This design comes from an exercise in tuning for small area and a short achievable clock period on the open sky130 flow, not from production work.
No functional check of the RTL was part of any run shown here.
Power is estimated from default activity; no workload was simulated.

==> design/flow/config.mk <==
export PLATFORM = sky130hd
export DESIGN_NAME = periph_top
export DESIGN_NICKNAME = periph_top
export VERILOG_FILES = /design/flow/design.v
export SDC_FILE = /design/flow/constraint.sdc
export NUM_CORES = 4
export LEC_CHECK = 0
export CAP_MARGIN = 20
export CORE_MARGIN = 2
export CORE_UTILIZATION = 60
export CTS_BUF_LIST = sky130_fd_sc_hd__clkbuf_8
export SETUP_SLACK_MARGIN = 1.5
export SLEW_MARGIN = 20
==> design/flow/constraint.sdc <==
create_clock -name core_clock -period 5.0 [get_ports {clk}]
set_input_delay 1.0000 -clock core_clock [delete_from_list [all_inputs] [get_ports {clk}]]
set_output_delay 1.0000 -clock core_clock [all_outputs]
set_load 0.01 [all_outputs]
==> design/flow/design.v <==
package periph_pkg;
    localparam int data_w    = 32;
    localparam int n_lanes   = data_w / 8;
    localparam int cnt_w     = 64;
    localparam int reg_idx_w = 4;
    localparam int n_ext_irq = 8;
    localparam int n_irq     = n_ext_irq + 1;
    localparam int irq_num_w = 4;
    localparam logic [reg_idx_w-1:0] reg_gpio_data   = 4'd0;
    localparam logic [reg_idx_w-1:0] reg_gpio_dir    = 4'd1;
    localparam logic [reg_idx_w-1:0] reg_counter_lo  = 4'd2;
    localparam logic [reg_idx_w-1:0] reg_counter_hi  = 4'd3;
    localparam logic [reg_idx_w-1:0] reg_irq_ctrl    = 4'd4;
    localparam logic [reg_idx_w-1:0] reg_timer_ie    = 4'd5;
    localparam logic [reg_idx_w-1:0] reg_timer_if    = 4'd6;
    localparam logic [reg_idx_w-1:0] reg_timer_value = 4'd7;
    localparam logic [reg_idx_w-1:0] reg_timer_max   = 4'd8;
    localparam logic [reg_idx_w-1:0] reg_irq_number  = 4'd9;
    localparam logic [reg_idx_w-1:0] reg_counter_ld_lo = 4'd10;
    localparam logic [reg_idx_w-1:0] reg_counter_ld_hi = 4'd11;
    typedef struct packed {
        logic                 cyc;
        logic                 stb;
        logic                 we;
        logic [reg_idx_w-1:0] adr;
        logic [n_lanes-1:0]   sel;
        logic [data_w-1:0]    wdata;
    } bus_req_s;
    typedef struct packed {
        logic               gpio_data;
        logic               gpio_dir;
        logic               counter_cmd;
        logic               irq_ctrl;
        logic               timer_ie;
        logic               timer_if_cmd;
        logic               timer_max;
        logic               counter_ld_lo;
        logic               counter_ld_hi;
        logic [n_lanes-1:0] lanes;
    } reg_wr_s;
    typedef struct packed {
        logic [data_w-3:0] rsvd;
        logic              clear;
        logic              sample;
    } counter_cmd_s;
    typedef struct packed {
        logic [data_w-3:0] rsvd;
        logic              reload;
        logic              flag_clr;
    } timer_cmd_s;
    typedef union packed {
        logic [data_w-1:0] word;
        counter_cmd_s      counter;
        timer_cmd_s        timer;
    } cmd_word_u;
    typedef struct packed {
        logic [cnt_w-1:0]  counter_sample;
        logic [data_w-1:0] value;
        logic [data_w-1:0] max;
        logic              flag;
        logic              enable;
    } timer_stat_s;
    typedef struct packed {
        logic                 in_service;
        logic [irq_num_w-1:0] number;
    } irq_stat_s;
    function automatic logic [data_w-1:0] merge_bytes(
        input logic [data_w-1:0]  old_word,
        input logic [data_w-1:0]  new_word,
        input logic [n_lanes-1:0] lanes
    );
        logic [data_w-1:0] result;
        result = old_word;
        for (int b = 0; b < n_lanes; b++) begin
            if (lanes[b]) begin
                result[b*8 +: 8] = new_word[b*8 +: 8];
            end
        end
        merge_bytes = result;
    endfunction
endpackage
`timescale 1ns/100ps
module periph_top (
    input  logic        clk,
    input  logic        rst,
    input  logic        req_cyc,
    input  logic        req_stb,
    input  logic        req_we,
    input  logic [3:0]  req_adr,
    input  logic [3:0]  req_sel,
    input  logic [31:0] req_wdata,
    output logic [31:0] rdata,
    output logic        ack,
    input  logic [31:0] gpio_in,
    output logic [31:0] gpio_out,
    output logic [31:0] gpio_dir,
    input  logic [7:0]  ext_irq,
    input  logic        irq_ack,
    input  logic        irq_exit,
    output logic        cpu_irq
);
    logic wr_en;
    logic w_data, w_dir, w_cnt, w_irq, w_ie, w_if, w_max, w_ldlo, w_ldhi;
    assign wr_en  = req_cyc & req_stb & req_we;
    assign w_data = wr_en & (req_adr == 4'd0);
    assign w_dir  = wr_en & (req_adr == 4'd1);
    assign w_cnt  = wr_en & (req_adr == 4'd2) & req_sel[0];
    assign w_irq  = wr_en & (req_adr == 4'd4) & req_sel[0];
    assign w_ie   = wr_en & (req_adr == 4'd5) & req_sel[0];
    assign w_if   = wr_en & (req_adr == 4'd6) & req_sel[0];
    assign w_max  = wr_en & (req_adr == 4'd8);
    assign w_ldlo = wr_en & (req_adr == 4'd10);
    assign w_ldhi = wr_en & (req_adr == 4'd11);
    logic ack_q;
    logic rst_d;
    always_ff @(posedge clk) begin
        ack_q <= ~rst & req_stb;
        rst_d <= rst;
    end
    assign ack = req_cyc & ack_q;
    logic [63:0] counter;
    logic [63:0] sample;
    logic        szero;
    logic        clr;
    assign clr = w_cnt & req_wdata[1];
    always_ff @(posedge clk) begin
        if (rst | clr) begin
            counter <= '0;
        end else if (w_ldlo) begin
            counter[31:0] <= periph_pkg::merge_bytes(counter[31:0], req_wdata, req_sel);
        end else if (w_ldhi) begin
            counter[63:32] <= periph_pkg::merge_bytes(counter[63:32], req_wdata, req_sel);
        end else begin
            counter <= counter + 64'd1;
        end
    end
    always_ff @(posedge clk) begin
        if (rst | clr) begin
            szero <= 1'b1;
        end else if (w_cnt & req_wdata[0]) begin
            szero <= 1'b0;
            sample <= counter;
        end
    end
    logic [31:0] value;
    logic [31:0] max_q;
    logic [31:0] max_eff;
    logic [3:0]  mzero;
    logic        flag;
    logic        enable;
    logic        expired;
    logic        timer_irq;
    assign expired = rst_d | (value == '0);
    always_comb begin
        for (int b = 0; b < 4; b++) begin
            max_eff[b*8 +: 8] = mzero[b] ? 8'd0 : max_q[b*8 +: 8];
        end
    end
    always_ff @(posedge clk) begin
        for (int b = 0; b < 4; b++) begin
            if (rst) begin
                mzero[b] <= 1'b1;
            end else if (w_max & req_sel[b]) begin
                mzero[b] <= 1'b0;
            end
            if (w_max & req_sel[b]) begin
                max_q[b*8 +: 8] <= req_wdata[b*8 +: 8];
            end
        end
    end
    always_ff @(posedge clk) begin
        if ((w_if & req_wdata[1]) | expired) begin
            value <= max_eff;
        end else begin
            value <= value - 32'd1;
        end
    end
    always_ff @(posedge clk) begin
        if (rst) begin
            flag <= 1'b0;
            enable <= 1'b0;
        end else begin
            if (w_ie) begin
                enable <= req_wdata[0];
            end
            if (w_if & req_wdata[0]) begin
                flag <= 1'b0;
            end else if (expired) begin
                flag <= 1'b1;
            end
        end
    end
    assign timer_irq = flag & enable;
    logic [31:0] data_q;
    logic [31:0] dir_q;
    logic [31:0] dir_s1;
    logic [31:0] in_s;
    logic [31:0] out_s;
    logic [31:0] data_wr;
    logic        rst_any;
    assign data_wr = w_data ? periph_pkg::merge_bytes(data_q, req_wdata, req_sel) : data_q;
    assign rst_any = rst | rst_d;
    always_ff @(posedge clk) begin
        if (rst) begin
            data_q <= '0;
            dir_q <= '0;
        end else begin
            if (w_dir) begin
                dir_q <= periph_pkg::merge_bytes(dir_q, req_wdata, req_sel);
            end
            data_q <= (dir_q & in_s) | (~dir_q & data_wr);
        end
    end
    always_ff @(posedge clk) begin
        dir_s1 <= dir_q;
        in_s <= gpio_in;
        out_s <= data_q;
    end
    always_ff @(posedge clk) begin
        if (rst_any) begin
            gpio_dir <= '0;
            gpio_out <= '0;
        end else begin
            gpio_dir <= dir_s1;
            gpio_out <= (dir_q & gpio_out) | (~dir_q & out_s);
        end
    end
    logic [8:0] sources;
    logic [3:0] pick;
    logic       pending;
    logic [3:0] number;
    logic       req_q;
    logic       in_service;
    logic [3:0] number_n;
    logic       req_n;
    logic       in_service_n;
    logic [8:0] en;
    assign sources = {timer_irq, ext_irq};
    always_comb begin
        pending = 1'b0;
        pick = '0;
        for (int i = 0; i < 9; i++) begin
            if (sources[i]) begin
                pending = 1'b1;
                pick = 4'(i);
            end
        end
    end
    always_comb begin
        req_n = req_q;
        number_n = number;
        in_service_n = in_service;
        if (irq_ack) begin
            req_n = 1'b0;
            in_service_n = 1'b1;
        end else if (!req_q && !in_service && pending) begin
            req_n = 1'b1;
            number_n = pick;
        end
        if (irq_exit) begin
            in_service_n = 1'b0;
        end
        if (w_irq) begin
            in_service_n = req_wdata[0];
        end
        if (rst) begin
            req_n = 1'b0;
            number_n = '0;
            in_service_n = 1'b0;
        end
    end
    always_ff @(posedge clk) begin
        req_q <= req_n;
        number <= number_n;
        in_service <= in_service_n;
        for (int i = 0; i < 9; i++) begin
            en[i] <= req_n & ~in_service_n & (number_n == 4'(i));
        end
    end
    assign cpu_irq = |(en & sources);
    logic [31:0] rd_word;
    always_comb begin
        case (req_adr)
            4'd0: rd_word = data_q;
            4'd1: rd_word = dir_q;
            4'd2: rd_word = szero ? 32'd0 : sample[31:0];
            4'd3: rd_word = szero ? 32'd0 : sample[63:32];
            4'd4: rd_word = {31'b0, in_service};
            4'd5: rd_word = {31'b0, enable};
            4'd6: rd_word = {31'b0, flag};
            4'd7: rd_word = rst_d ? 32'd0 : value;
            4'd8: rd_word = max_eff;
            4'd9: rd_word = {26'b0, number, 2'b00};
            default: rd_word = '0;
        endcase
    end
    always_ff @(posedge clk) begin
        rdata <= rd_word;
    end
endmodule
==> design/flow/run.sh <==
#!/bin/bash
# synth_recipe.tcl (not shown) runs the flow's synth.tcl, then flattens the netlist and writes it again
# the make line also repeats each setting of config.mk as NAME=value (left out here)
make -C /OpenROAD-flow-scripts/flow DESIGN_CONFIG=/design/flow/config.mk WORK_HOME=/design/flow/orfs CLKGATE_MAP_FILE= SYNTH_SCRIPT=/design/flow/synth_recipe.tcl finish
==> results of run 1 <==
[Yosys cell counts, types with 10 or more instances]
cell        n
a21o_1     10
a21oi_1    91
a221oi_1   29
a22o_1     23
a22oi_1    45
a311oi_1   11
a31oi_1    16
and2_1     39
and3_1     26
buf_2      12
clkbuf_1   75
dfxtp_1   376
edfxtp_1   96
inv_1      20
mux2i_1   115
nand2_1   134
nand3_1    52
nand4_1    25
nor2_1    207
nor2b_1    35
nor3_1     44
nor4_1     29
o211ai_1   11
o21ai_0    65
o21ai_1    31
xnor2_1    20
[final cells by class]
| class | count | area share, % |
|---|---|---|
| diodes | 2 | 0.02273 |
| well taps | 390 | 2.216 |
| repair buffers | 211 | 9.371 |
| clock buffers | 92 | 5.751 |
| multi-input cells | 1193 | 33.60 |
| inverters | 20 | 0.3410 |
| clock inverters | 43 | 1.415 |
| flip-flops and latches | 472 | 47.28 |
[power groups by stage]
| stage | logic (mW) | registers [mW] | clock network (mW) |
|---|---|---|---|
| detailed placement | 1.09 | 4.30 | 0 |
| global placement | 1.07 | 4.30 | 0 |
| floorplan | 0.763 | 4.24 | 0 |
| finish | 1.11 | 4.23 | 3.38 |
| global route | 1.21 | 4.25 | 3.58 |
| CTS | 1.10 | 4.22 | 3.42 |
[what timing repair did]
| action | CTS | global route |
|---|---|---|
| gates resized for setup | 1 | 0 |
| hold endpoints to repair | 0 | 0 |
| setup endpoints to repair | 1 | 0 |
[path summary, 6_finish.rpt]
| check | cells after the start | to | slack (ns) |
|---|---|---|---|
| setup reg to reg | 7 | counter[44]$_SDFFE_PP0P_ | 2.09 |
| setup / recovery | 5 | cpu_irq | 1.66 |
| hold / removal | 0 | out_s[0]$_DFF_P_ | 0.37 |
| hold reg to reg | 0 | out_s[0]$_DFF_P_ | 0.37 |
[routing by layer]
| layer | vias up | routed length, um | track usage (%) |
|---|---|---|---|
| li1 | 6935 | - | - |
| met1 | 7108 | 21940 | 45.00 |
| met2 | 728 | 22170 | 48.76 |
| met3 | 143 | 4945 | 7.118 |
| met4 | 2 | 1581 | 11.20 |
| met5 | - | 7 | 0 |
[per-stage QoR]
stage / hold slack (ns) / cell area (sq um) / utilization (%) / std cells / power, mW
2_1_floorplan: 0.3429 / 18190 / - / 1775 / 5.006
3_3_place_gp: 0.3581 / 20440 / 68.77 / 2286 / 5.361
3_5_place_dp: 0.3599 / 20440 / 68.77 / 2286 / 5.389
4_1_cts: 0.3673 / 22010 / 74.07 / 2421 / 8.738
5_1_grt: 0.3814 / 22010 / 74.07 / 2421 / 9.037
6_report: 0.3700 / 22020 / 74.09 / 2423 / 8.721
[cell families (layout without fill, tap and decap cells)]
logic type | Yosys count | count (layout) | share of synthesized area [%]
other | 0 | 2 | 0
multiplexers | 118 | 118 | 6.521
adder cells (fa/ha/maj) | 3 | 3 | 0.2066
flip-flops | 472 | 472 | 57.29
buffers and inverters | 110 | 366 | 2.355
XOR/XNOR | 29 | 29 | 1.398
AND/OR/NAND/NOR | 651 | 651 | 17.88
AO/OA/AOI/OAI | 392 | 392 | 14.35
[worst max-delay path: cells and delay by family]
family	cells	cell delay [ns]
AOI/OAI and AO/OA	2	0.45
buffers and inverters	2	0.79
and+or+nand+nor	1	0.11
==> impl_metrics.toml, run 1 <==
[run_status]
status = "timing/DRC/antenna clean"

[clock_tree]
cts-hold-fix-buffers = 0
cts_max_level = 3
clkTransAtPathRegs_ns = 0.06
cts_buffer_depth = 3
cts_buffers = 76
post-cts-setup-buffers = 0
cts.sinks = 472
cts_tree = "done"
clock_latency_ns = 0.62
root_buffer = "clkbuf_8"

[sta]
clock_skew_ns = 0.04212
layout_setup_ws_ns = 1.662
setup_violations = 0
relSlewSlack_pct = 44.59
fin_tns_setup_ns = 0
maxSlewViolCount = 0
max_slew.worst_pin.slew_ns = 0.8267
rsz0062_at_grt = "no"
finalCritPeriodShare_pct = 66.76
hold_violations = 0
fmax_mhz = 299.6
period_minus_slack_ns = 3.338

[cells_and_area]
drive_gt1_share_pct = 8.567
layout_common_cells = "dfxtp_1, nor2_1, clkdlybuf4s50_1, nand2_1, mux2i_1"
final_nets = 2064
areaGrowthSynthToFinish_pct = 21.17
nFillCells = 2176
final_common_cell = "dfxtp_1"
register_area_sq_mm = 0.01041
multi_input_area_sq_mm = 0.007398

[placed_design]
dp_worst_setup_slack_ns = 1.269
place_congestion = 0.9293
numPortBuffers = 184
dpl.hpwl_um = 35560

[grt]
grt_pass1_wl_um = 77850
grt_usage_pct = 31.98
grt_pass1_vias = 14113
antenna_found_initial = 4
grt_overflow = 0
grt_max_degree = 65

[synthesis]
syn_nets = 1865
yosysTopAreaCellShare_pct = 41.42
synth_edf_count = 96
synth_ff_type = "dfxtp_1"
ys_async_sr_fraction_pct = 0
synth_area_sq_mm = 0.01817
seq_area_frac_synth_pct = 57.29
ys_types = 72
yosys.area.top_type = "dfxtp_1"
synthTopCellsByArea = "dfxtp_1, edfxtp_1, mux2i_1, nor2_1, nand2_1"
yosysWarnings = 1
avgSynthCellArea_sq_um = 10.24
ys_ff_latch = 472
synthCells = 1775

[floorplan]
core_area_sq_mm = 0.02972
die_area_sq_mm = 0.03169
die_w_um = 178.0
num_rows = 63
io_pins = 185
die_y_um = 178.0
initial_utilization_pct = 61.15

[power]
powerDensity_mw_per_mm2 = 396.1
swShare_pct = 27.57
internal_power_mw = 6.316
vdd_drop_max_mv = 0.2729
leakagePower_nw = 8.082
share_comb_of_total_power_pct = 12.7
p_sw_mw = 2.405
power.share.sequential_pct = 48.5
pwr-share-clk_pct = 38.8

[route]
wl_per_cell_um = 20.90
drtIter0Drc = 1549
vias_per_cell = 6.156
via_count = 14916
drc = 0
ant_nets = 0
drt_first_pass_iters = 5
wl_um = 50640

[worst_hold_path]
hp-class = "reg2reg"

[critical_path]
crit_path_end_kind = "output pin"
reg2reg_from = "counter[0]$_SDFFE_PP0P_"
critPathMaxStageDelay_ns = 0.49
slowest_stage = "clkdlybuf4s50_1"
crit_arrival_ns = 2.34
worstPathMaxFanout = 5
cp-startpoint = "ext_irq[2]"
path_cells = "clkdlybuf4s50_1, a22o_1, a221oi_1, nand4_1, dlygate4sd2_1"
critPathRequiredTime_ns = 4.00
crit_path_start_kind = "primary input"
worstSetupPathType = "in2out"

[flow_run]
max-cap-violations = 0
==> run 2: changes to the inputs <==
==> design/flow/flow/run.sh (new file) <==
#!/bin/bash
# The standard layout, with every port buffered by a plain buf_1 instead of
# the delay buffer buffer_ports picks on its own; timing repair sizes them up
# where a path needs it.
set -euo pipefail
export BUFFER_PORTS_ARGS="-buffer_cell sky130_fd_sc_hd__buf_1"
bash standard.sh > standard.log 2>&1
==> design/flow/standard.sh (new file) <==
#!/bin/bash
# synth_recipe.tcl (not shown) runs the flow's synth.tcl, then flattens the netlist and writes it again
# the make line also repeats each setting of config.mk as NAME=value (left out here)
make -C /OpenROAD-flow-scripts/flow DESIGN_CONFIG=/design/flow/config.mk WORK_HOME=/design/flow/orfs CLKGATE_MAP_FILE= SYNTH_SCRIPT=/design/flow/synth_recipe.tcl "${@:-finish}"
--- a/design/flow/config.mk
+++ b/design/flow/config.mk
@@ -8,6 +8,5 @@
 export CAP_MARGIN = 20
 export CORE_MARGIN = 2
 export CORE_UTILIZATION = 60
-export CTS_BUF_LIST = sky130_fd_sc_hd__clkbuf_8
-export SETUP_SLACK_MARGIN = 1.5
+export SETUP_SLACK_MARGIN = 2.5
 export SLEW_MARGIN = 20
removed: design/flow/run.sh
==> run 2 against run 1 <==
  * Clock-buffer cell count fell by 19
  * Clock power rose by 6.8%
  * Worst setup slack improved by 0.63 ns
  * Synthesized area did not move
  * Wire length rose by 2.7%
  * Maximum frequency rose by 23%
  * Final cell count fell by 1.4%
  * Combinational power rose by 4%
  * Hold slack improved by 0.0034 ns
  * Largest cell class unchanged
==> impl_metrics.toml, run 2 <==
[worst_hold_path]
hold_end = "out_s[28]$_DFF_P_"
whs_path_depth = 0
hp-class = "reg2reg"

[synthesis]
ys_ff_latch = 472
yosysWarnings = 1
ys_types = 72
synth_common_cells = "dfxtp_1, nor2_1, nand2_1, mux2i_1, edfxtp_1"
synth_most_common_cell = "dfxtp_1"
syn_nets = 1865
yosysTopAreaCellShare_pct = 41.42
synthTopCellsByArea = "dfxtp_1, edfxtp_1, mux2i_1, nor2_1, nand2_1"
ys_async_sr_fraction_pct = 0
synth_ff_type = "dfxtp_1"
synthCells = 1775
seq_area_frac_synth_pct = 57.29
yosys.area.top_type = "dfxtp_1"
synth_edf_count = 96
synth_area_sq_mm = 0.01817
avgSynthCellArea_sq_um = 10.24

[sta]
relSlewSlack_pct = 32.60
hold_violations = 0
period_minus_slack_ns = 2.707
fmax_mhz = 369.4
clock_skew_ns = 0.02217
maxSlewViolCount = 0
finalCritPeriodShare_pct = 54.14
fin_tns_setup_ns = 0
rsz0062_at_grt = "yes"
layout_setup_ws_ns = 2.293
max_slew.worst_pin.slew_ns = 1.011
setup_violations = 0

[cells_and_area]
final_cell_area_sq_mm = 0.02137
layout_common_cells = "dfxtp_1, nor2_1, buf_1, nand2_1, mux2i_1"
final_common_cell = "dfxtp_1"
final_cell_count_no_fill = 2389
nFillCells = 2262
drive_gt1_share_pct = 10.16
final_nets = 2054
areaGrowthSynthToFinish_pct = 17.62
n_antenna_cell = 0

[placed_design]
place_congestion = 0.9403
numPortBuffers = 184
place_area_sq_mm = 0.01928
dp_worst_setup_slack_ns = 1.412
dpl.hpwl_um = 35340
dpl.cell_count = 2285

[clock_tree]
cts_buffers = 47
cts_tree = "done"
cts.sinks = 472
clkTransAtPathRegs_ns = 0.06
cts-hold-fix-buffers = 0
cts_buffer_depth = 3
cts_max_level = 2
clock_latency_ns = 0.56
root_buffer = "clkbuf_16"

[route]
via_count = 14811
ant_nets = 0
vias_per_cell = 6.200
wl_um = 52000
drt_first_pass_iters = 5
wl_per_cell_um = 21.77
drtIter0Drc = 1610
drc = 0

[critical_path]
r2r_end = "counter[44]$_SDFFE_PP0P_"
rr_worst_depth = 6
crit_arrival_ns = 1.71
worstPathMaxFanout = 5
regToRegSetupSlack_ns = 2.58
critPathRequiredTime_ns = 4.00
reg2reg_from = "counter[4]$_SDFFE_PP0P_"
crit_path_start_kind = "primary input"
crit_path_end_kind = "output pin"
worstSetupPathType = "in2out"

[floorplan]
io_pins = 185
die_y_um = 178.0
initial_utilization_pct = 61.15
core_area_sq_mm = 0.02972
die_area_sq_mm = 0.03169
num_rows = 63
die_w_um = 178.0

[grt]
grt_pass1_wl_um = 77420
grt_overflow = 0
grt_pass1_vias = 13538
grt_max_degree = 85
grt_usage_pct = 31.77
antenna_found_initial = 2

[flow_run]
max-cap-violations = 0

[power]
powerDensity_mw_per_mm2 = 420.7
vdd_drop_max_mv = 0.4208
leakagePower_nw = 7.752

[run_status]
status = "timing/DRC/antenna clean"
-- run 2: cell counts after synthesis --
Identical to the previous run, type by type.
-- run 2: worst max path at each step --
stage / startpoint / to / slack [ns] / cells after the start
global route: ext_irq[5] / cpu_irq / 2.19 / 5
detailed placement: req_sel[0] / sample[27]$_DFFE_PP_ / 1.41 / 6
CTS: ext_irq[2] / cpu_irq / 2.26 / 5
floorplan: req_adr[3] / sample[0]$_DFFE_PP_ / 1.81 / 5
finish: ext_irq[5] / cpu_irq / 2.29 / 5
global placement: req_sel[0] / sample[24]$_DFFE_PP_ / 1.51 / 6
-- run 2: report_power, final --
group,internal (mW),switching [mW]
Clock,2.17,1.44
Combinational,0.436,0.718
Sequential,4.03,0.193
-- run 2: critical path: stages --
cell and delay, ns:
buf_8 0.10, a22o_1 0.20, a221oi_2 0.16, nand4_1 0.09
buf_2 0.15
-- run 2: through the flow --
stage          hold WS [ns]  util [%]  power (mW)
2_1_floorplan        0.3429         -       5.012
3_3_place_gp         0.3602     64.88       5.315
3_5_place_dp         0.3692     64.88       5.342
4_1_cts              0.3752     70.89       8.947
5_1_grt              0.3871     71.92       9.295
6_report             0.3734     71.92       8.991
-- run 2: logic make-up after synthesis --
logic type | share of synthesized area, %
xor+xnor | 1.398
buf+inv | 2.355
flops | 57.29
fa+ha+maj | 0.2066
compound gates | 14.35
mux | 6.521
simple gates | 17.88
-- run 2: layer usage --
metal  up-vias  routed length, um  GRT usage [%]
met3       113               5047          5.477
li1       6914                  -              -
met4         2               1377          10.45
met1      7038              22400          45.48
met2       744              23160          49.03
met5         -                 13              0
-- run 2: layout make-up --
| type | count | area [sq um] | area share (%) |
|---|---|---|---|
| inverters | 20 | 75.07 | 0.3512 |
| clock buffers | 73 | 1468 | 6.867 |
| repair buffers | 230 | 1161 | 5.433 |
| multi-input cells | 1193 | 7616 | 35.63 |
| well taps | 390 | 488.0 | 2.283 |
| clock inverters | 11 | 147.6 | 0.6908 |
| flip-flops and latches | 472 | 10420 | 48.74 |
-- run 2: repair_timing --
action,4_1_cts,5_1_grt
resized for setup,36,41
pin swaps,6,14
setup buffers,5,12
cloned,0,3
endpoints found under the setup margin,226,127
==> run 3: changes to the inputs <==
--- a/design/flow/design.v
+++ b/design/flow/design.v
@@ -123,15 +123,32 @@
     logic        szero;
     logic        clr;
     assign clr = w_cnt & req_wdata[1];
+    logic        cinc_in;
+    logic [15:0] cblk_ones;
+    logic [16:0] cblk_cin;
+    logic [64:0] cchain;
+    logic [63:0] cinc;
+    assign cinc_in = ~(w_ldlo | w_ldhi);
+    assign cblk_cin[0] = cinc_in;
+    for (genvar k = 0; k < 16; k++) begin : g_cblk
+        assign cblk_ones[k] = &counter[4*k +: 4];
+        assign cblk_cin[k+1] = cblk_cin[k] & cblk_ones[k];
+        for (genvar j = 0; j < 4; j++) begin : g_cbit
+            logic c;
+            assign c = (j == 0) ? cblk_cin[k] : cchain[4*k+j];
+            assign cchain[4*k+j+1] = c & counter[4*k+j];
+            assign cinc[4*k+j] = counter[4*k+j] ^ c;
+        end
+    end
     always_ff @(posedge clk) begin
-        if (rst | clr) begin
-            counter <= '0;
-        end else if (w_ldlo) begin
-            counter[31:0] <= periph_pkg::merge_bytes(counter[31:0], req_wdata, req_sel);
-        end else if (w_ldhi) begin
-            counter[63:32] <= periph_pkg::merge_bytes(counter[63:32], req_wdata, req_sel);
-        end else begin
-            counter <= counter + 64'd1;
+        for (int b = 0; b < 4; b++) begin
+            if (rst | clr) begin
+                counter[b*8 +: 8] <= '0;
+                counter[32+b*8 +: 8] <= '0;
+            end else begin
+                counter[b*8 +: 8] <= (w_ldlo & req_sel[b]) ? req_wdata[b*8 +: 8] : cinc[b*8 +: 8];
+                counter[32+b*8 +: 8] <= (w_ldhi & req_sel[b]) ? req_wdata[b*8 +: 8] : cinc[32+b*8 +: 8];
+            end
         end
     end
     always_ff @(posedge clk) begin
@@ -142,7 +159,7 @@
             sample <= counter;
         end
     end
-    logic [31:0] value;
+    logic [31:0] nvalue;
     logic [31:0] max_q;
     logic [31:0] max_eff;
     logic [3:0]  mzero;
@@ -150,7 +167,7 @@
     logic        enable;
     logic        expired;
     logic        timer_irq;
-    assign expired = rst_d | (value == '0);
+    assign expired = rst_d | (&nvalue);
     always_comb begin
         for (int b = 0; b < 4; b++) begin
             max_eff[b*8 +: 8] = mzero[b] ? 8'd0 : max_q[b*8 +: 8];
@@ -168,11 +185,26 @@
             end
         end
     end
+    logic [7:0]  vblk_ones;
+    logic [8:0]  vblk_cin;
+    logic [32:0] vchain;
+    logic [31:0] nvinc;
+    assign vblk_cin[0] = 1'b1;
+    for (genvar k = 0; k < 8; k++) begin : g_vblk
+        assign vblk_ones[k] = &nvalue[4*k +: 4];
+        assign vblk_cin[k+1] = vblk_cin[k] & vblk_ones[k];
+        for (genvar j = 0; j < 4; j++) begin : g_vbit
+            logic c;
+            assign c = (j == 0) ? vblk_cin[k] : vchain[4*k+j];
+            assign vchain[4*k+j+1] = c & nvalue[4*k+j];
+            assign nvinc[4*k+j] = nvalue[4*k+j] ^ c;
+        end
+    end
     always_ff @(posedge clk) begin
         if ((w_if & req_wdata[1]) | expired) begin
-            value <= max_eff;
+            nvalue <= ~max_eff;
         end else begin
-            value <= value - 32'd1;
+            nvalue <= nvinc;
         end
     end
     always_ff @(posedge clk) begin
@@ -288,7 +320,7 @@
             4'd4: rd_word = {31'b0, in_service};
             4'd5: rd_word = {31'b0, enable};
             4'd6: rd_word = {31'b0, flag};
-            4'd7: rd_word = rst_d ? 32'd0 : value;
+            4'd7: rd_word = rst_d ? 32'd0 : ~nvalue;
             4'd8: rd_word = max_eff;
             4'd9: rd_word = {26'b0, number, 2'b00};
             default: rd_word = '0;
==> run 3 against run 2 <==
  * Still clean
  * Power is essentially flat
  * Synthesized cell count shrank 20%
  * Synthesized area shrank 5.2%
  * Sequential power shrank 1%
  * First-iteration DRC count shrank 53%
  * Critical path depth grew 7
  * Via count shrank 20%
  * Final cell count shrank 13%
  * Clock-buffer cell count grew 6
  * Clock power shrank 1%
  * Utilization grew 2.9 points
  * Clock skew shrank 0.0099 ns
==> impl_metrics.toml, run 3 <==
[run_status]
status = "timing/DRC/antenna clean"

[synthesis]
seq_area_frac_synth_pct = 60.45
synthAdderAreaFrac_pct = 5.159
yosys.area.top_type = "dfxtp_1"
synth_most_common_cell = "dfxtp_1"
syn_nets = 1582
synth_ff_type = "dfxtp_1"
yosysWarnings = 1
synthTopCellsByArea = "dfxtp_1, edfxtp_1, mux2i_1, ha_1, nor2_1"
ys_types = 50
synth_area_sq_mm = 0.01722
synth_common_cells = "dfxtp_1, nor2_1, mux2i_1, edfxtp_1, ha_1"
ys_ff_latch = 472
synth_mux_area_share_pct = 11.64
synthCells = 1424
yosysTopAreaCellShare_pct = 43.71
synth_edf_count = 96
synth_compound_area_share_pct = 7.578
synth_xor_area_share_pct = 1.221
avgSynthCellArea_sq_um = 12.09
ys_async_sr_fraction_pct = 0
synth_top_family_by_area = "simple AND/OR/NAND/NOR gates"
synth_simple_gate_area_share_pct = 11.94

[route]
ant_nets = 0
drt_first_pass_iters = 5
via_count = 11795
drc = 0
drtIter0Drc = 753
wl_um = 41630
vias_per_cell = 5.673
wl_per_cell_um = 20.03

[flow_run]
max-cap-violations = 0

[sta]
fin_tns_setup_ns = 0
max_slew.worst_pin.slew_ns = 1.104
relSlewSlack_pct = 26.42
clock_skew_ns = 0.01228
fmax_mhz = 350.5
maxSlewViolCount = 0
hold_violations = 0
rsz0062_at_grt = "yes"
finalCritPeriodShare_pct = 57.06
holdWs_ns = 0.3673
period_minus_slack_ns = 2.853
setup_violations = 0

[cells_and_area]
final_cell_count_no_fill = 2079
layout_common_cells = "dfxtp_1, nor2_1, buf_1, mux2i_1, edfxtp_1"
n_antenna_cell = 0
final_nets = 1816
final_common_cell = "dfxtp_1"
register_area_sq_mm = 0.01042
nFillCells = 1961
final_cell_area_sq_mm = 0.02129
multi_input_area_sq_mm = 0.007315
drive_gt1_share_pct = 18.88
areaGrowthSynthToFinish_pct = 23.65

[floorplan]
io_pins = 185
die_area_sq_mm = 0.03007
die_w_um = 173.4
num_rows = 62
core_area_sq_mm = 0.02847
die_y_um = 173.4
initial_utilization_pct = 60.49

[power]
vdd_drop_max_mv = 0.3396
swShare_pct = 23.75
pwr-share-clk_pct = 39.7
powerDensity_mw_per_mm2 = 422.5
share_comb_of_total_power_pct = 14.0
internal_power_mw = 6.860
p_sw_mw = 2.137
p_total_mw = 8.997
power.share.sequential_pct = 46.3
leakagePower_nw = 8.039

[critical_path]
rr_worst_depth = 11
crit_path_end_kind = "flop"
crit_path_start_kind = "primary input"
critPathRequiredTime_ns = 5.41
worstPathMaxFanout = 4
crit_arrival_ns = 3.26
worstSetupPathType = "in2reg"

[placed_design]
dpl.cell_count = 1945
place_area_sq_mm = 0.01869
place_congestion = 0.8299
numPortBuffers = 184
dpl.hpwl_um = 26360

[grt]
grt_usage_pct = 26.90
grt_pass1_wl_um = 63690
grt_pass1_vias = 11546
grt_overflow = 0
grt_max_degree = 66
antenna_found_initial = 0

[clock_tree]
cts-hold-fix-buffers = 0
clock_latency_ns = 0.54
cts.sinks = 472
clkTransAtPathRegs_ns = 0.06
cts_buffer_depth = 3
root_buffer = "clkbuf_16"
cts_max_level = 2
cts_tree = "done"
cts_buffers = 46

[worst_hold_path]
hp-class = "reg2reg"
whs_path_depth = 0
## run 3: power by group through the flow
stage | registers [mW] | logic (mW) | clock network, mW
after global placement | 4.22 | 0.847 | 0
after detailed placement | 4.22 | 0.869 | 0
final | 4.17 | 1.26 | 3.57
after floorplan | 4.19 | 0.664 | 0
after CTS | 4.14 | 1.04 | 3.62
after global routing | 4.18 | 1.35 | 3.77
## run 3: kinds of logic after synthesis
family | Yosys count
flip-flops | 472
AND/OR/NAND/NOR | 422
multiplexers | 185
AO/OA/AOI/OAI | 173
buffers and inverters | 77
adder cells (fa/ha/maj) | 71
XOR/XNOR | 24
## run 3: area by class of cell
cell class	count	area share (%)
flip-flops and latches	472	48.95
multi-input cells	875	34.35
clock buffers	79	7.316
repair buffers	250	6.587
well taps	384	2.256
inverters	13	0.2762
clock inverters	6	0.2644
## run 3: timing repair
action / 4_1_cts / 5_1_grt
gates resized for setup: 62 / 57
pin swaps: 20 / 25
cloned: 1 / 2
buffers inserted: 25 / 21
setup endpoints to repair: 291 / 209
## run 3: critical path, stage by stage
cell	delay, ns
buf_6	0.09
and3_4	0.19
a311o_1	0.35
or3_4	0.34
buf_4	0.14
and3b_2	0.31
and3_4	0.22
ha_4	0.13
ha_4	0.12
ha_4	0.18
mux2i_1	0.12
nor2_1	0.05
## run 3: metal layers
metal	vias up	share of wire, %	track usage [%]
met5	-	0	0
met1	5744	44	35.96
li1	5642	-	-
met2	328	49	46.15
met4	0	2.6	7.415
met3	81	4.4	3.640
## run 3: worst paths after layout
| path | slack, ns | startpoint | end |
|---|---|---|---|
| min reg2reg | 0.37 | flop | out_s[0]$_DFF_P_ |
| max | 2.15 | req_stb | counter[62]$_SDFF_PP0_ |
| max reg2reg | 2.20 | counter[8]$_SDFF_PP0_ | counter[62]$_SDFF_PP0_ |
| min | 0.37 | flop | out_s[0]$_DFF_P_ |
## run 3: through the flow
stage / worst slack (ns) / util, %
4_1_cts: 2.145 / 73.11
6_report: 2.147 / 74.79
5_1_grt: 2.058 / 74.79
3_5_place_dp: 1.038 / 65.65
2_1_floorplan: 1.764 / -
3_3_place_gp: 1.144 / 65.65
==> run 4: changes to the inputs <==
--- a/design/flow/config.mk
+++ b/design/flow/config.mk
@@ -8,5 +8,7 @@
 export CAP_MARGIN = 20
 export CORE_MARGIN = 2
 export CORE_UTILIZATION = 60
+export CTS_CLUSTER_DIAMETER = 60
+export CTS_CLUSTER_SIZE = 30
 export SETUP_SLACK_MARGIN = 2.5
 export SLEW_MARGIN = 20
==> run 4 against run 3 <==
  * Highest routed layer unchanged
  * Critical path depth up 1
  * Utilization shrank 2.7 points
  * Hold slack better by 0.0020 ns
  * Largest cell class unchanged
  * Synthesized cell count is the same
  * First-iteration DRC count fell by 8.5%
  * Global-route usage is 0.71 points lower
  * Die area stayed put
  * Largest power group unchanged
  * Power is 11% lower
  * Via count decreased by 2.4%
  * Still clean on timing, DRC and antenna
  * Synthesized area unchanged
==> impl_metrics.toml, run 4 <==
[route]
wl_per_cell_um = 19.57
drtIter0Drc = 689
via_count = 11517
ant_nets = 0
drc = 0
vias_per_cell = 5.651
drt_first_pass_iters = 5
wl_um = 39890

[grt]
antenna_found_initial = 0
grt_max_degree = 66
grt_pass1_wl_um = 62190
grt_pass1_vias = 11255
grt_usage_pct = 26.20
grt_overflow = 0

[synthesis]
synth_ff_type = "dfxtp_1"
synthCells = 1424
synth_most_common_cell = "dfxtp_1"
yosys.area.top_type = "dfxtp_1"
yosysWarnings = 1
syn_nets = 1582
synthTopCellsByArea = "dfxtp_1, edfxtp_1, mux2i_1, ha_1, nor2_1"
ys_ff_latch = 472
synth_edf_count = 96
ys_async_sr_fraction_pct = 0
avgSynthCellArea_sq_um = 12.09
ys_types = 50
seq_area_frac_synth_pct = 60.45
synth_area_sq_mm = 0.01722
yosysTopAreaCellShare_pct = 43.71
synth_common_cells = "dfxtp_1, nor2_1, mux2i_1, edfxtp_1, ha_1"

[sta]
setup_violations = 0
maxSlewViolCount = 0
fmax_mhz = 348.4
finalCritPeriodShare_pct = 57.41
max_slew.worst_pin.slew_ns = 1.102
rsz0062_at_grt = "yes"
hold_violations = 0
relSlewSlack_pct = 26.51
fin_tns_setup_ns = 0
clock_skew_ns = 0.02744
period_minus_slack_ns = 2.871

[clock_tree]
root_buffer = "clkbuf_16"
cts_buffer_depth = 3
cts_tree = "done"
clock_latency_ns = 0.53
cts_buffers = 34
clkTransAtPathRegs_ns = 0.08
cts_max_level = 2
cts-hold-fix-buffers = 0
cts.sinks = 472

[worst_hold_path]
hp-class = "reg2reg"

[floorplan]
die_y_um = 173.4
die_w_um = 173.4
die_area_sq_mm = 0.03007
initial_utilization_pct = 60.49
core_area_sq_mm = 0.02847
num_rows = 62
io_pins = 185

[cells_and_area]
layout_common_cells = "dfxtp_1, nor2_1, buf_1, mux2i_1, edfxtp_1"
final_nets = 1788
areaGrowthSynthToFinish_pct = 19.15
drive_gt1_share_pct = 16.81
n_antenna_cell = 0
final_common_cell = "dfxtp_1"

[placed_design]
numPortBuffers = 184
dpl.hpwl_um = 26360
place_congestion = 0.8299

[power]
leakagePower_nw = 7.673
powerDensity_mw_per_mm2 = 390.6
p_total_mw = 8.014
vdd_drop_max_mv = 0.3419

[critical_path]
crit_arrival_ns = 3.26
crit_path_start_kind = "primary input"
critPathRequiredTime_ns = 5.39
crit_path_end_kind = "flop"
worstPathMaxFanout = 5
worstSetupPathType = "in2reg"

[flow_run]
max-cap-violations = 0

[run_status]
status = "timing/DRC/antenna clean"
run 4: timing repair:
action / 4_1_cts / 5_1_grt
pin swaps: 17 / 22
endpoints found under the setup margin: 293 / 142
gates resized for setup: 64 / 31
cloned: 1 / 1
setup buffers: 22 / 9
run 4: final timing paths:
check	from	endpoint	slack [ns]	cells past startpoint
hold / removal	flop	out_s[0]$_DFF_P_	0.37	0
hold reg to reg	flop	out_s[0]$_DFF_P_	0.37	0
setup reg to reg	counter[14]$_SDFF_PP0_	counter[35]$_SDFF_PP0_	2.19	12
setup / recovery	req_stb	counter[35]$_SDFF_PP0_	2.13	13
run 4: metal layers:
metal	vias to the layer above	part of all wire (%)	global-route usage, %
met1	5588	45	35.90
met4	0	2.4	7.274
li1	5561	-	-
met3	54	4.7	3.136
met2	314	48	44.20
met5	-	0	0
run 4: critical path: stages:
cell and delay, ns:
buf_6 0.09, and3_4 0.19, a311o_1 0.39, or3_4 0.35, or2_4 0.29, nor2_2 0.12, ha_2 0.21, ha_4 0.13
ha_4 0.13, xnor2_2 0.10, nor2_1 0.05, a21oi_1 0.15, nor2_1 0.07
run 4: where the power goes:
part | leakage, nW | total, mW | switching (mW) | internal [mW]
Sequential | 4.04 | 4.14 | 0.122 | 4.02
Combinational | 3.09 | 1.10 | 0.541 | 0.559
Clock | 0.545 | 2.77 | 1.38 | 1.39
Total | 7.67 | 8.01 | 2.05 | 5.97
run 4: per-stage QoR:
step | hold WS, ns | instance area [sq um] | std cells | setup WS [ns] | utilization, %
3_5_place_dp | 0.3617 | 18690 | 1945 | 1.038 | 65.65
5_1_grt | 0.3821 | 20520 | 2038 | 2.037 | 72.07
2_1_floorplan | 0.3399 | 17790 | 1424 | 1.764 | -
6_report | 0.3693 | 20520 | 2038 | 2.129 | 72.07
4_1_cts | 0.3729 | 20300 | 2028 | 2.142 | 71.29
3_3_place_gp | 0.3593 | 18690 | 1945 | 1.144 | 65.65
run 4: cells by family (layout without fill, tap and decap cells):
group | Yosys count | after routing | share of synthesized area [%]
compound gates | 173 | 173 | 7.578
xor+xnor | 24 | 24 | 1.221
fa+ha+maj | 71 | 71 | 5.159
buf+inv | 77 | 307 | 2.013
flops | 472 | 472 | 60.45
mux | 185 | 185 | 11.64
simple gates | 422 | 422 | 11.94
run 4: layout make-up:
type                       count  area, sq um
multi-input combinational    875         7213
timing repair buffer         234         1235
inverter                      13        58.81
sequential                   472        10420
clock inverter                18        185.2
clock buffer                  42        924.6
tap                          384        480.5
fill                        2061         7953

[static timing again, ports no longer ideal]
In the flow no input, the clock included, has a driving cell. The finished layouts below were timed again as built, in two steps. Step 1 assumes that a clkbuf_16 drives the clock port and a buf_2 every other input. Step 2 moves the port delays by t, midway between the first and last clock arrival at a register: inputs arrive t later, outputs are due t later. That takes back most of the time a late clock gives input paths. Slacks: no drivers / after step 1 / after step 2; pairs: no drivers / after step 1.
| run | shift t [ns] | slack for setup (ns) | latest minus earliest clock arrival (ns) | pins driven straight from the clock port |
|---|---|---|---|---|
| run 1 | 0.653 | 1.662 / 1.641 / 1.198 | 0.042 / 0.042 | 1 |
| run 2 | 0.599 | 2.293 / 2.250 / 1.948 | 0.025 / 0.025 | 1 |
| run 3 | 0.587 | 2.147 / 2.155 / 1.567 | 0.013 / 0.013 | 1 |
| run 4 | 0.569 | 2.129 / 2.145 / 1.576 | 0.028 / 0.028 | 1 |
After both steps setup and hold are still met in every run listed. The setup slack of run 3, which loses most, moves by +0.008 ns with the drivers and by -0.580 ns with both steps.
